Source: an optimization exercise on an open RTL-to-GDS flow (aim: small area and a short achievable clock period). Production flows keep margins and buffers that such runs may drop. The RTL was checked by simulation tests, not by an equivalence proof against the original design. Power is estimated from default activity; no workload was simulated.

## flow/design.v (module list and top-level ports; edited modules follow where they fit)
// module apb_regs: 133 lines
// module fir_filter: 1863 lines
// module fa_add: 10 lines
// module ha_add: 9 lines
// module result_fifo: 96 lines
// module apb_acc_top: 77 lines
module apb_acc_top (
  input  wire logic         i_clk,
  input  wire logic         i_reset,
  input  wire logic [11:0]  i_paddr,
  input  wire logic [31:0]  i_pwdata,
  input  wire logic         i_pwrite,
  input  wire logic         i_psel,
  input  wire logic         i_penable,
  output logic      [31:0]  o_prdata,
  output logic              o_pready,
  output logic              o_pslverr
);
  // ...
==> flow/run.sh <==
#!/bin/bash
# synth_recipe.tcl (not shown) runs the flow's synth.tcl, then flattens the netlist and writes it again
# the make line also repeats each setting of config.mk as NAME=value (left out here)
make -C /OpenROAD-flow-scripts/flow DESIGN_CONFIG=/design/flow/config.mk WORK_HOME=/design/flow/orfs CLKGATE_MAP_FILE= SYNTH_SCRIPT=/design/flow/synth_recipe.tcl finish
==> flow/config.mk <==
export PLATFORM = sky130hd
export DESIGN_NAME = apb_acc_top
export DESIGN_NICKNAME = apb_acc_top
export VERILOG_FILES = /design/flow/design.v
export SDC_FILE = /design/flow/constraint.sdc
export NUM_CORES = 4
export LEC_CHECK = 0
export CAP_MARGIN = 20
export CORE_MARGIN = 2
export CORE_UTILIZATION = 40
export CTS_BUF_LIST = sky130_fd_sc_hd__clkbuf_4 sky130_fd_sc_hd__clkbuf_8
export SETUP_SLACK_MARGIN = 4.2
export SLEW_MARGIN = 20
export SYNTH_HIERARCHICAL = 1
export TNS_END_PERCENT = 20
==> flow/constraint.sdc <==
create_clock -name core_clock -period 7.0 [get_ports {i_clk}]
set_input_delay 1.4000 -clock core_clock [delete_from_list [all_inputs] [get_ports {i_clk}]]
set_output_delay 1.4000 -clock core_clock [all_outputs]
set_load 0.01 [all_outputs]
==> impl_metrics.yaml, run 1 <==
status:
  status: "finished clean"
clock_network:
  h-tree-depth: 4
  cts_hold_buf: 0
  cts_made_buffers: 155
  cts_resized: 284
die:
  start_util_pct: 40.3
worst_setup_path:
  worst-r2r-cell-count: 7
  critPathBufInv: 2
  path_cells: "clkdlybuf4s50_1 -> buf_8 -> nor2b_1 -> a222oi_1 -> nor2_1 -> nor3_2 -> o21ai_0"
  path_delay_family: "simple AND/OR/NAND/NOR gates"
  critPathLaunch: "i_paddr[2]"
  crit_cells: 7
finish:
  multi_input_area_share_pct: 43.0
  drive_above_1_share_pct: 27.2
  clock_area_share_pct: 6.26
  final_core_util_pct: 47.2
  top_regs: "u_fifo.mem: 416 flops, u_regs.tap_q: 96 flops, u_filter.dly: 84 flops"
  n_antenna_cell: 2
  largest-register: "u_fifo.mem"
  regArea_sq_mm: 0.0233
  seq_cells: 913
  layout.non_clock_buffers: 240
global_route:
  grt_start_max_net_pins: 58
  use_met1_pct: 33.1
  grt_pass1_vias: 30600
  met3_usage_pct: 5.84
sta:
  final.setup_skew_ps: 56.3
  finalMaxSlewViolations: 0
  hold_ws_ps: 324
  setup_ws_ps: 3910
  hold_viol_final: 0
routing:
  drcViolationCount: 0
  via_count: 30200
  route.layer.met1.wl_microns: 62000
  drtIter0Drc: 3060
place:
  postPlaceCellArea_sq_mm: 0.0500
  io_buffers: 78
power_and_ir_drop:
  power_leader: "registers"
  comb_power_share_pct: 14.0
  seq_power_share_pct: 46.4
==> run 2, diff against run 1 <==
--- a/flow/design.v
+++ b/flow/design.v
@@ -196,26 +196,35 @@
   logic [2:0] tw_q [1:7];
   function automatic logic [6:0] half(input logic [11:0] x, input logic low);
     half = low ? {x[5:0], 1'b0} : x[11:5];
   endfunction
   always_ff @(posedge i_clk)
   begin
     for (int k = 1; k < 8; k++)
     begin
-      logic [6:0] b;
+      logic [6:0] bh;
+      logic [6:0] bl;
       logic       en;
-      b  = half(dly_n[k-1], i_setup);
+      logic [2:0] nh, oh, th, nl, ol, tl;
+      bh = half(dly_n[k-1], 1'b0);
+      bl = half(dly_n[k-1], 1'b1);
       en = (4'(k) < i_ntaps_n) & live_n[k-1];
       for (int d = 0; d < 3; d++)
       begin
-        ng_q[k][d] <= en & b[2*d+2];
-        on_q[k][d] <= en & (b[2*d+1] ^ b[2*d]);
-        tw_q[k][d] <= en & ((b[2*d+2] & ~b[2*d+1] & ~b[2*d]) | (~b[2*d+2] & b[2*d+1] & b[2*d]));
+        nh[d] = en & bh[2*d+2];
+        oh[d] = en & (bh[2*d+1] ^ bh[2*d]);
+        th[d] = en & ((bh[2*d+2] & ~bh[2*d+1] & ~bh[2*d]) | (~bh[2*d+2] & bh[2*d+1] & bh[2*d]));
+        nl[d] = en & bl[2*d+2];
+        ol[d] = en & (bl[2*d+1] ^ bl[2*d]);
+        tl[d] = en & ((bl[2*d+2] & ~bl[2*d+1] & ~bl[2*d]) | (~bl[2*d+2] & bl[2*d+1] & bl[2*d]));
       end
+      ng_q[k] <= i_setup ? nl : nh;
+      on_q[k] <= i_setup ? ol : oh;
+      tw_q[k] <= i_setup ? tl : th;
     end
   end
   logic [5:0] b0;
   logic       n5;
   assign b0 = i_access ? i_pwdata[5:0] : i_pwdata[11:6];
   assign n5 = b0[5] & ~i_access;
   always_comb
   begin
==> run 2 against run 1 <==
Net effect: final cell count increased by 3.8%; area after synthesis increased by 0.55%; maximum frequency increased by 0.17%; register-to-register slack got worse by 20 ps; sequential share of layout area decreased by 0.15 points; core utilization decreased by 0.072 points; critical path type is now reg2reg; largest cell class unchanged.
==> impl_metrics.yaml, run 2 <==
status:
  status: "finished clean"
finish:
  final_core_util_pct: 47.1
  drive_above_1_share_pct: 24.3
  syn_to_final_growth_pct: 16.7
  final_cell_mix: "edfxtp_1 (416), fa_1 (311), dfxtp_1 (293), xnor2_1 (283), a22oi_1 (267)"
  largest_reg_flops: 416
  multiInputGateArea_sq_mm: 0.0241
  regArea_sq_mm: 0.0233
  top_regs: "u_fifo.mem: 416 flops, u_regs.tap_q: 96 flops, u_filter.dly: 84 flops"
  mostFrequentLayoutCell: "edfxtp_1"
  largest-register: "u_fifo.mem"
  num-fill-cells: 10500
  fin_nets: 4264
sta:
  finalSetupViolations: 0
  tightest_slew_ps: 978
  final.setup_skew_ps: 58.5
  finalMaxSlewViolations: 0
  slew_headroom_pct: 34.5
  hold_viol_final: 0
  grt_setup_unrepaired: "yes"
  layout_min_cycle_time_ps: 3080
  period_share_pct: 44.0
  setup_tns_ps: 0
  max_freq_mhz: 325
global_route:
  grt_pass1_wl_microns: 215000
  grt_usage_pct: 24.1
  grt_pass1_vias: 31800
  grt_overflow_total: 0
  antenna_found_initial: 8
  grt_start_max_net_pins: 102
worst_setup_path:
  worst_path_largest_cell_delay_ps: 550
  critical_path_arrival_ps: 3800
  path_class: "reg2reg"
  crit_fanout: 6
  cp_common_cell: "fa_2"
  critPathSlowestCell: "fa_2"
  cp-end-kind: "flop"
  reg2reg_setup_slack_ps: 3920
  critPathBufInv: 1
  cp_data_required_time_ps: 7720
  path_delay_family: "adder cells"
  start_kind: "flop"
  path_cells: "buf_12 -> and2_4 -> fa_2 -> fa_2 -> fa_2 -> fa_2 -> ha_2"
die:
  die_w_microns: 350
  pin_count: 83
  die_y_microns: 350
  start_util_pct: 40.4
  coreArea_sq_mm: 0.118
  rows: 126
  design.die.area_sq_mm: 0.122
power_and_ir_drop:
  seq_power_share_pct: 46.4
  p_leak_nw: 21.5
  p_int_mw: 9.75
  p_per_area_mw_per_mm2: 240
  comb_power_share_pct: 15.0
  power_switching_mw: 3.62
  power_switching_share_pct: 27.1
  clkPwrFrac_pct: 38.6
  vdd_drop_max_v: 0.000176
place:
  gp_congestion: 1.02
  io_buffers: 78
  dp_hpwl_microns: 104000
synth:
  syn_area_sq_mm: 0.0478
  yosys_warnings: 26
  avgSynthCellArea_sq_um: 13.2
  synth_nets: 4079
  syn_inst: 3614
routing:
  wl_per_cell_microns: 26.9
  drcViolationCount: 0
  vias_per_cell: 5.69
  drt.antenna.violating_nets: 0
  drtIter0Drc: 3215
  via_count: 31400
  firstDrtPassIters: 7
  wirelength_microns: 149000
clock_network:
  cts_root_buffer: "clkbuf_8"
  cts_tree: "built"
  cts.sinks: 913
  cts_buffer_depth: 3
  clock_latency_ps: 860
  cts_made_buffers: 156
  clk_pin_slew_ps: 70
  h-tree-depth: 4
run:
  maxCapViolCount: 0
hold_path:
  hold_class: "reg2reg"
[run 2: cell count changes in the layout (fill, tap and decap cells not counted), sizes merged, moves of 10 or more]
| cell | delta |
|---|---|
| inv | -10 |
| nor2 | +42 |
| a211oi | +47 |
| a31oi | +10 |
| mux2 | -38 |
| nand3b | -14 |
| nor3 | +30 |
| a21oi | -20 |
| nand2 | +102 |
| mux2i | -16 |
| nor2b | -24 |
[run 2: per-stage QoR]
stage	hold slack, ps	std cells	cell area [sq um]	total power, mW	worst slack (ps)
after global placement	312	5136	50200	7.90	2240
after floorplan	310	3614	47800	7.18	3670
after global routing	336	5522	55800	13.9	3880
final	325	5522	55800	13.4	3920
after detailed placement	315	5143	50400	7.93	2330
after CTS	324	5453	54700	13.2	3870
[run 2: path summary, 6_finish.rpt]
check	start	end	cells after the start
max	u_filter.fb_en	u_filter.r2_15_1	7
min	u_filter.r1_0_1	u_filter.r2_0_1	0
max reg2reg	u_filter.fb_en	u_filter.r2_15_1	7
min reg2reg	u_filter.r1_0_1	u_filter.r2_0_1	0
max in group asynchronous	i_reset	u_regs.tap_q[2][4]	3
min in group asynchronous	i_reset	u_regs.tap_q[0][10]	2
[run 2: worst register-to-register path, cell delays in order, from the launching register on]
cell,delay (ps)
dfxtp_4,410
buf_12,130
and2_4,140
fa_2,450
fa_2,550
fa_2,440
fa_2,550
ha_2,290
[run 2: cell type report]
cell class | instances | area share (%)
Multi-Input combinational cell | 2378 | 43.1
Sequential cell | 913 | 41.7
Clock buffer | 237 | 5.15
Timing Repair Buffer | 246 | 4.84
Tap cell | 1600 | 3.59
Clock inverter | 42 | 0.841
Inverter | 104 | 0.735
Antenna cell | 2 | 0.00897
[run 2: timing repair]
item	CTS	global route
endpoints found under the setup margin	490	353
gates resized for setup	231	140
cloned	9	5
setup buffers	22	62
pin swaps	17	36
hold buffers	0	0
[run 2: power by group through the flow]
| stage | sequential [mW] | combinational [mW] | clock (mW) |
|---|---|---|---|
| after floorplan | 6.29 | 0.887 | 0 |
| after detailed placement | 6.31 | 1.61 | 0 |
| after global routing | 6.20 | 2.17 | 5.48 |
| after global placement | 6.31 | 1.59 | 0 |
| after CTS | 6.20 | 1.79 | 5.26 |
| final | 6.20 | 2.01 | 5.16 |
[run 2: layer usage]
metal	track usage, %	wire length, microns
met5	0	40
met4	7.24	4160
met3	6.07	13700
met2	38.1	68500
met1	32.8	62400
==> run 3, diff against run 2 <==
--- a/flow/config.mk
+++ b/flow/config.mk
@@ -12,4 +12,4 @@
 export SETUP_SLACK_MARGIN = 4.2
 export SLEW_MARGIN = 20
 export SYNTH_HIERARCHICAL = 1
-export TNS_END_PERCENT = 20
+export TNS_END_PERCENT = 100
==> run 3 against run 2 <==
Net effect: still clean on timing, DRC and antenna; register-to-register slack better by 30 ps; maximum frequency up 0.85%; combinational power about the same; critical path type unchanged; hold slack about the same; critical endpoint is now u_filter.r2_13_1; synthesized cell count unchanged; clock-buffer cell count down 4; final cell count up 0.58%; global-route usage up 0.73 points; highest routed layer unchanged.
==> impl_metrics.yaml, run 3 <==
die:
  die_w_microns: 350
  rows: 126
  design.die.area_sq_mm: 0.122
  coreArea_sq_mm: 0.118
  pin_count: 83
  die_y_microns: 350
  start_util_pct: 40.4
worst_setup_path:
  critical_path_arrival_ps: 3830
  critPathSlowestCell: "fa_2"
  worst_path_largest_cell_delay_ps: 530
  path_cells: "fa_1 -> fa_2 -> fa_2 -> fa_1 -> fa_2 -> fa_2"
  crit_cells: 6
  cp_common_cell: "fa_2"
  cp_data_required_time_ps: 7780
  path_class: "reg2reg"
  critPathLaunch: "u_filter.r1_10_0"
  worstReg2RegEnd: "u_filter.r2_13_1"
  worst-r2r-cell-count: 6
  critPathBufInv: 0
  path_delay_family: "adder cells"
  crit_fanout: 1
  critPathCapture: "u_filter.r2_13_1"
  reg2reg_setup_slack_ps: 3950
  r2r-start: "u_filter.r1_10_0"
  start_kind: "flop"
  cp-end-kind: "flop"
routing:
  drt.antenna.violating_nets: 0
  via_count: 31800
  wl_per_cell_microns: 27.6
  drtIter0Drc: 3660
  drcViolationCount: 0
  wirelength_microns: 153000
  firstDrtPassIters: 7
  vias_per_cell: 5.72
finish:
  final_cell_mix: "edfxtp_1 (416), xnor2_1 (284), fa_1 (282), dfxtp_1 (278), a22oi_1 (242)"
  multiInputGateArea_sq_mm: 0.0245
  drive_above_1_share_pct: 28.4
  top_regs: "u_fifo.mem: 416 flops, u_regs.tap_q: 96 flops, u_filter.dly: 84 flops"
  largest_reg_flops: 416
  num-fill-cells: 10400
  largest-register: "u_fifo.mem"
  syn_to_final_growth_pct: 18.5
  stdcell_count: 5554
  regArea_sq_mm: 0.0234
  fin_nets: 4289
  mostFrequentLayoutCell: "edfxtp_1"
sta:
  finalSetupViolations: 0
  max_freq_mhz: 327
  grt_setup_unrepaired: "yes"
  layout_min_cycle_time_ps: 3050
  finalMaxSlewViolations: 0
  setup_tns_ps: 0
  slew_headroom_pct: 35.2
  tightest_slew_ps: 965
  hold_viol_final: 0
  period_share_pct: 43.6
  final.setup_skew_ps: 62.6
global_route:
  grt_pass1_wl_microns: 220000
  grt_pass1_vias: 31300
  antenna_found_initial: 11
  grt_start_max_net_pins: 104
  grt_overflow_total: 0
  grt_usage_pct: 24.9
place:
  io_buffers: 78
  place_inst: 5136
  dp_hpwl_microns: 105000
  gp_congestion: 0.984
power_and_ir_drop:
  fin_total_pwr_mw: 13.5
  p_leak_nw: 21.7
  vdd_drop_max_v: 0.000163
  p_per_area_mw_per_mm2: 239
synth:
  syn_inst: 3614
  yosys_warnings: 26
  synth_nets: 4079
  syn_area_sq_mm: 0.0478
  avgSynthCellArea_sq_um: 13.2
clock_network:
  cts_hold_buf: 0
  h-tree-depth: 4
  clock_latency_ps: 870
  cts_root_buffer: "clkbuf_8"
  clk_pin_slew_ps: 60
  cts_buffer_depth: 3
  cts_tree: "built"
  cts_made_buffers: 155
  cts.sinks: 913
run:
  maxCapViolCount: 0
hold_path:
  hold_class: "reg2reg"
status:
  status: "finished clean"
-- run 3: cell types whose count changed in the layout (fill, tap and decap cells not counted), sizes merged, moves of 4 or more --
cell	previous run	this run
clkinvlp	2	6
clkbuf	246	240
bufinv	5	9
buf	163	217
dlygate4sd2	31	1
-- run 3: area by class of cell --
| class | count | area share [%] |
|---|---|---|
| diodes | 1 | 0.00442 |
| clock buffers | 233 | 5.01 |
| clock inverters | 53 | 1.10 |
| inverters | 104 | 0.713 |
| multi-input cells | 2381 | 43.3 |
| flip-flops and latches | 913 | 41.3 |
| well taps | 1600 | 3.53 |
| repair buffers | 269 | 5.09 |
-- run 3: layer usage --
layer  up-vias  GRT usage [%]  routed length [microns]
li1      13500              -                        -
met1     16300           35.1                    64600
met2      1710           38.1                    68600
met3       298           5.54                    15000
met4         8           8.21                     4870
met5         -              0                       50
-- run 3: metrics by stage --
step	hold WS [ps]	setup WS (ps)	area, sq um	util [%]
global route	331	3910	56600	47.8
floorplan	310	4060	48200	-
CTS	325	3950	55500	46.9
detailed placement	312	2750	50500	42.6
finish	325	3950	56600	47.8
global placement	315	2410	50400	42.6
-- run 3: worst min-delay path by stage --
stage                                 end  slack (ps)             from  cells after the start
after floorplan           u_filter.r2_0_0         310  u_filter.r1_0_0                      0
after detailed placement  u_filter.r2_0_0         310  u_filter.r1_0_0                      0
final                     u_filter.r2_0_0         330  u_filter.r1_0_0                      0
after global placement    u_filter.r2_1_0         310  u_filter.r1_1_0                      0
after CTS                 u_filter.r2_0_0         330  u_filter.r1_0_0                      0
after global routing      u_filter.r2_1_1         330  u_filter.r1_1_1                      0
-- run 3: repair_timing --
action | CTS | global route
gates resized for setup | 410 | 148
gates cloned | 10 | 5
pin swaps | 53 | 49
setup buffers | 58 | 58
endpoints found under the setup margin | 460 | 175
-- run 3: power breakdown --
| group | switching [mW] | internal (mW) |
|---|---|---|
| Combinational | 1.24 | 0.801 |
| Sequential | 0.0584 | 6.13 |
| Clock | 2.35 | 2.98 |

==> afterwards: timing with drivers on the ports <==
The flow's constraints put no driver on any port. The routed layouts listed below were extracted and timed again, unchanged, in two steps. Step 1 assumes that a clkbuf_16 drives the clock port and a buf_2 every other input. Step 2 adds t to the input delays and takes it off the output delays; t is the mean of the earliest and latest rising clock arrival at the registers after step 1. Input paths then give back, and output paths get back, about the clock's delay inside the block. Three values: no drivers, after step 1, after step 2; two values: the first two.
run | t, ns | setup slack, ns | worst setup path after step 2 | clock arrival spread, ns
run 1 | 0.904 | 3.915 / 3.936 / 3.062 | input to register | 0.056 / 0.056
run 2 | 0.907 | 3.920 / 3.920 / 3.184 | input to register | 0.059 / 0.058
run 3 | 0.910 | 3.946 / 3.946 / 3.291 | input to register | 0.065 / 0.064
After both steps setup and hold are still met in every run listed. For run 1, which loses most, drivers alone change the setup slack by +0.021 ns; drivers and shift together by -0.853 ns.
